This is an optimization exercise on Yosys and OpenROAD, whose aim is small area, a short achievable clock period and few clock cycles per item, not a production implementation. Function was checked by simulation only, so behaviour that the tests miss may differ from the original. Power figures rest on the tool's default switching activity, not on a simulated workload.

==> module permutation_order_crossover_unit, before the edit <==
module permutation_order_crossover_unit #(
  parameter int unsigned SLOTS = poc_pkg::SlotsDefault
) (
  input  logic                        clk_i,
  input  logic                        rst_ni,
  input  logic                        in_valid_i,
  output logic                        in_stall_o,
  input  logic [poc_pkg::FieldW-1:0]  donor_perm_i,
  input  logic [poc_pkg::FieldW-1:0]  receiver_perm_i,
  input  logic [poc_pkg::MaskW-1:0]   take_mask_i,
  output logic                        out_valid_o,
  input  logic                        out_stall_i,
  output logic [poc_pkg::FieldW-1:0]  child_perm_o,
  output logic                        fill_error_o
);
  localparam int unsigned N  = 10;
  localparam int unsigned TW = poc_pkg::TaskW;
  logic       advance;
  logic [1:0] valid_q;
  assign advance     = !(valid_q[1] && out_stall_i);
  assign in_stall_o  = !advance;
  assign out_valid_o = valid_q[1];
  always_ff @(posedge clk_i or negedge rst_ni) begin
    if (!rst_ni) begin
      valid_q <= '0;
    end else if (advance) begin
      valid_q <= {valid_q[0], in_valid_i};
    end
  end
  logic [N-1:0][TW-1:0] c_d;      
  logic [N-1:0][TW-1:0] r;        
  logic [N-1:0][15:1]   rh;       
  logic [15:1]          present;  
  logic [N-1:0][15:1]   seen;     
  logic [N-1:0]         cand_d;   
  logic [N-1:0]         empty_d;  
  logic [N-1:0][TW-1:0] c1_q, r1_q;
  logic [N-1:0]         cand1_q, empty1_q;
  always_comb begin
    present = '0;
    for (int k = 0; k < N; k++) begin
      c_d[k]     = take_mask_i[k] ? donor_perm_i[TW*k +: TW] : '0;
      r[k]       = receiver_perm_i[TW*k +: TW];
      empty_d[k] = (c_d[k] == '0);
      for (int v = 1; v < 16; v++) begin
        rh[k][v] = (r[k] == 4'(v));
        present[v] = present[v] | (c_d[k] == 4'(v));
      end
    end
    for (int i = 0; i < N; i++) begin
      seen[i] = present;
      for (int j = 0; j < i; j++) seen[i] = seen[i] | rh[j];
      cand_d[i] = |(rh[i] & ~seen[i]);
    end
  end
  always_ff @(posedge clk_i) begin
    if (advance) begin
      c1_q     <= c_d;
      r1_q     <= r;
      cand1_q  <= cand_d;
      empty1_q <= empty_d;
    end
  end
  logic [N:0][N:0]      crank;    
  logic [N:0][N:0]      erank;    
  logic [N-1:0]         placed;   
  logic [N-1:0][TW-1:0] lst_d;    
  logic [N-1:0][3:0]    up_d;     
  logic                 err_d;
  logic [N-1:0][TW-1:0] c2_q, lst2_q;
  logic [N-1:0][3:0]    up2_q;
  logic                 err2_q;
  poc_rank u_crank (.x_i(cand1_q),  .cnt_o(crank));
  poc_rank u_erank (.x_i(empty1_q), .cnt_o(erank));
  always_comb begin
    for (int e = 0; e < N; e++) begin
      placed[e] = (erank[N] >> (e+1)) != '0;
      lst_d[e]  = '0;
      for (int i = e; i < N; i++) begin
        lst_d[e] = lst_d[e] | ((placed[e] && crank[i][e] && cand1_q[i]) ? r1_q[i] : '0);
      end
      up_d[e] = '0;
      for (int k = e; k < N; k++) begin
        if (empty1_q[k] && erank[k][e]) up_d[e] = up_d[e] | 4'(k-e);
      end
    end
    err_d = 1'b0;
    for (int n = 0; n < N; n++) begin
      if (crank[N][n] && placed[n]) err_d = 1'b1;
    end
  end
  always_ff @(posedge clk_i) begin
    if (advance) begin
      c2_q   <= c1_q;
      lst2_q <= lst_d;
      up2_q  <= up_d;
      err2_q <= err_d;
    end
  end
  logic [4:0][N-1:0][TW-1:0] x;
  logic [4:0][N-1:0][3:0]    u;
  always_comb begin
    x[4] = lst2_q;
    u[4] = up2_q;
    for (int s = 3; s >= 0; s--) begin
      for (int p = 0; p < N; p++) begin
        x[s][p] = u[s+1][p][s] ? '0 : x[s+1][p];
        u[s][p] = u[s+1][p][s] ? '0 : u[s+1][p];
        if (p >= (1 << s) && u[s+1][p-(1<<s)][s]) begin
          x[s][p] = x[s][p] | x[s+1][p-(1<<s)];
          u[s][p] = u[s][p] | u[s+1][p-(1<<s)];
        end
      end
    end
  end
  assign child_perm_o = c2_q | x[0];
  assign fill_error_o = err2_q;
endmodule
==> flow/config.mk <==
export PLATFORM = sky130hd
export DESIGN_NAME = permutation_order_crossover_unit
export DESIGN_NICKNAME = permutation_order_crossover_unit
export VERILOG_FILES = /design/flow/design.v
export SDC_FILE = /design/flow/constraint.sdc
export NUM_CORES = 4
export LEC_CHECK = 0
export CAP_MARGIN = 20
export CORE_MARGIN = 2
export CORE_UTILIZATION = 40
export SETUP_SLACK_MARGIN = 2.5
export SLEW_MARGIN = 20
==> flow/constraint.sdc <==
create_clock -name core_clock -period 6.0 [get_ports {clk_i}]
set_input_delay 1.2000 -clock core_clock [delete_from_list [all_inputs] [get_ports {clk_i}]]
set_output_delay 1.2000 -clock core_clock [all_outputs]
set_load 0.01 [all_outputs]
standard.sh (not shown) runs the stock make flow with config.mk's settings and CLKGATE_MAP_FILE= SYNTH_SCRIPT=/design/flow/synth_recipe.tcl, a recipe that flattens the netlist after the stock synthesis.
==> flow/flow/run.sh <==
#!/bin/bash
# The standard layout, with the port buffers made from buf_2 cells instead
# of the delay-buffer cells the flow picks by default. Every port still gets
# its own buffer; everything else is the standard.sh unchanged.
set -euo pipefail
export BUFFER_PORTS_ARGS="-buffer_cell sky130_fd_sc_hd__buf_2"
bash standard.sh finish > standard_make.log 2>&1
Testbench counts at the start, summed over its fixed seeds: cycles 4,008, items 4,000.
Then changed:
--- a/flow/design.v
+++ b/flow/design.v
@@ -100,37 +100,34 @@
   logic [N-1:0][TW-1:0] r;        
   logic [N-1:0][15:1]   rh;       
   logic [15:1]          present;  
   logic [N-1:0][15:1]   seen;     
-  logic [N-1:0]         cand_d;   
-  logic [N-1:0]         empty_d;  
-  logic [N-1:0][TW-1:0] c1_q, r1_q;
-  logic [N-1:0]         cand1_q, empty1_q;
+  logic [N-1:0][TW-1:0] rm_d;     
+  logic [N-1:0][TW-1:0] c1_q, rm1_q;
   always_comb begin
     present = '0;
     for (int k = 0; k < N; k++) begin
-      c_d[k]     = take_mask_i[k] ? donor_perm_i[TW*k +: TW] : '0;
-      r[k]       = receiver_perm_i[TW*k +: TW];
-      empty_d[k] = (c_d[k] == '0);
+      c_d[k] = take_mask_i[k] ? donor_perm_i[TW*k +: TW] : '0;
+      r[k]   = receiver_perm_i[TW*k +: TW];
       for (int v = 1; v < 16; v++) begin
         rh[k][v] = (r[k] == 4'(v));
         present[v] = present[v] | (c_d[k] == 4'(v));
       end
     end
     for (int i = 0; i < N; i++) begin
       seen[i] = present;
       for (int j = 0; j < i; j++) seen[i] = seen[i] | rh[j];
-      cand_d[i] = |(rh[i] & ~seen[i]);
+      rm_d[i] = |(rh[i] & ~seen[i]) ? r[i] : '0;
     end
   end
   always_ff @(posedge clk_i) begin
     if (advance) begin
-      c1_q     <= c_d;
-      r1_q     <= r;
-      cand1_q  <= cand_d;
-      empty1_q <= empty_d;
+      c1_q  <= c_d;
+      rm1_q <= rm_d;
     end
   end
+  logic [N-1:0]         cand;
+  logic [N-1:0]         empty;
   logic [N:0][N:0]      crank;    
   logic [N:0][N:0]      erank;    
   logic [N-1:0]         placed;   
   logic [N-1:0][TW-1:0] lst_d;    
@@ -138,20 +135,26 @@
   logic                 err_d;
   logic [N-1:0][TW-1:0] c2_q, lst2_q;
   logic [N-1:0][3:0]    up2_q;
   logic                 err2_q;
-  poc_rank u_crank (.x_i(cand1_q),  .cnt_o(crank));
-  poc_rank u_erank (.x_i(empty1_q), .cnt_o(erank));
+  always_comb begin
+    for (int i = 0; i < N; i++) begin
+      cand[i]  = (rm1_q[i] != '0);
+      empty[i] = (c1_q[i] == '0);
+    end
+  end
+  poc_rank u_crank (.x_i(cand),  .cnt_o(crank));
+  poc_rank u_erank (.x_i(empty), .cnt_o(erank));
   always_comb begin
     for (int e = 0; e < N; e++) begin
       placed[e] = (erank[N] >> (e+1)) != '0;
       lst_d[e]  = '0;
       for (int i = e; i < N; i++) begin
-        lst_d[e] = lst_d[e] | ((placed[e] && crank[i][e] && cand1_q[i]) ? r1_q[i] : '0);
+        lst_d[e] = lst_d[e] | ((placed[e] && crank[i][e]) ? rm1_q[i] : '0);
       end
       up_d[e] = '0;
       for (int k = e; k < N; k++) begin
-        if (empty1_q[k] && erank[k][e]) up_d[e] = up_d[e] | 4'(k-e);
+        if (empty[k] && erank[k][e]) up_d[e] = up_d[e] | 4'(k-e);
       end
     end
     err_d = 1'b0;
     for (int n = 0; n < N; n++) begin
Final area went up by 2.6%.
Worst hold slack improves by 0.034 ns.
First-iteration DRC count went up by about 5.4%.
Power went down by 9.2%.
Routed wire length went up by 1.3%.
Non-clock buffer count went up by 28.
Setup slack improves by 0.027 ns.
Global-route usage is about the same.
Testbench counts after the change, summed over its fixed seeds: cycles 4,008, items 4,000.

afterwards: timing with drivers on the ports:
No port has a modelled driver above. Below, the same layouts with a new extraction and two added sets of constraints. Step 1 sets driving cells, clkbuf_16 on the clock port and buf_2 on the other inputs (assumed; they add their load-dependent delay and slew). Step 2 moves the port delays by t, midway between the first and last clock arrival at a register: inputs arrive t later, outputs are due t later. That takes back most of the time a late clock gives input paths. a / b / c = no drivers / after step 1 / after step 2; a / b = the first two.
run | t, ns | slack for setup (ns) | clock arrival spread, ns
the first run | 0.573 | 2.411 / 2.411 / 1.994 | 0.020 / 0.021
the second run | 0.491 | 2.438 / 2.438 / 2.048 | 0.015 / 0.015
After both steps every run listed still meets setup and hold. The setup slack of the first run, which loses most, moves by 0.000 ns with the drivers and by -0.417 ns with both steps.
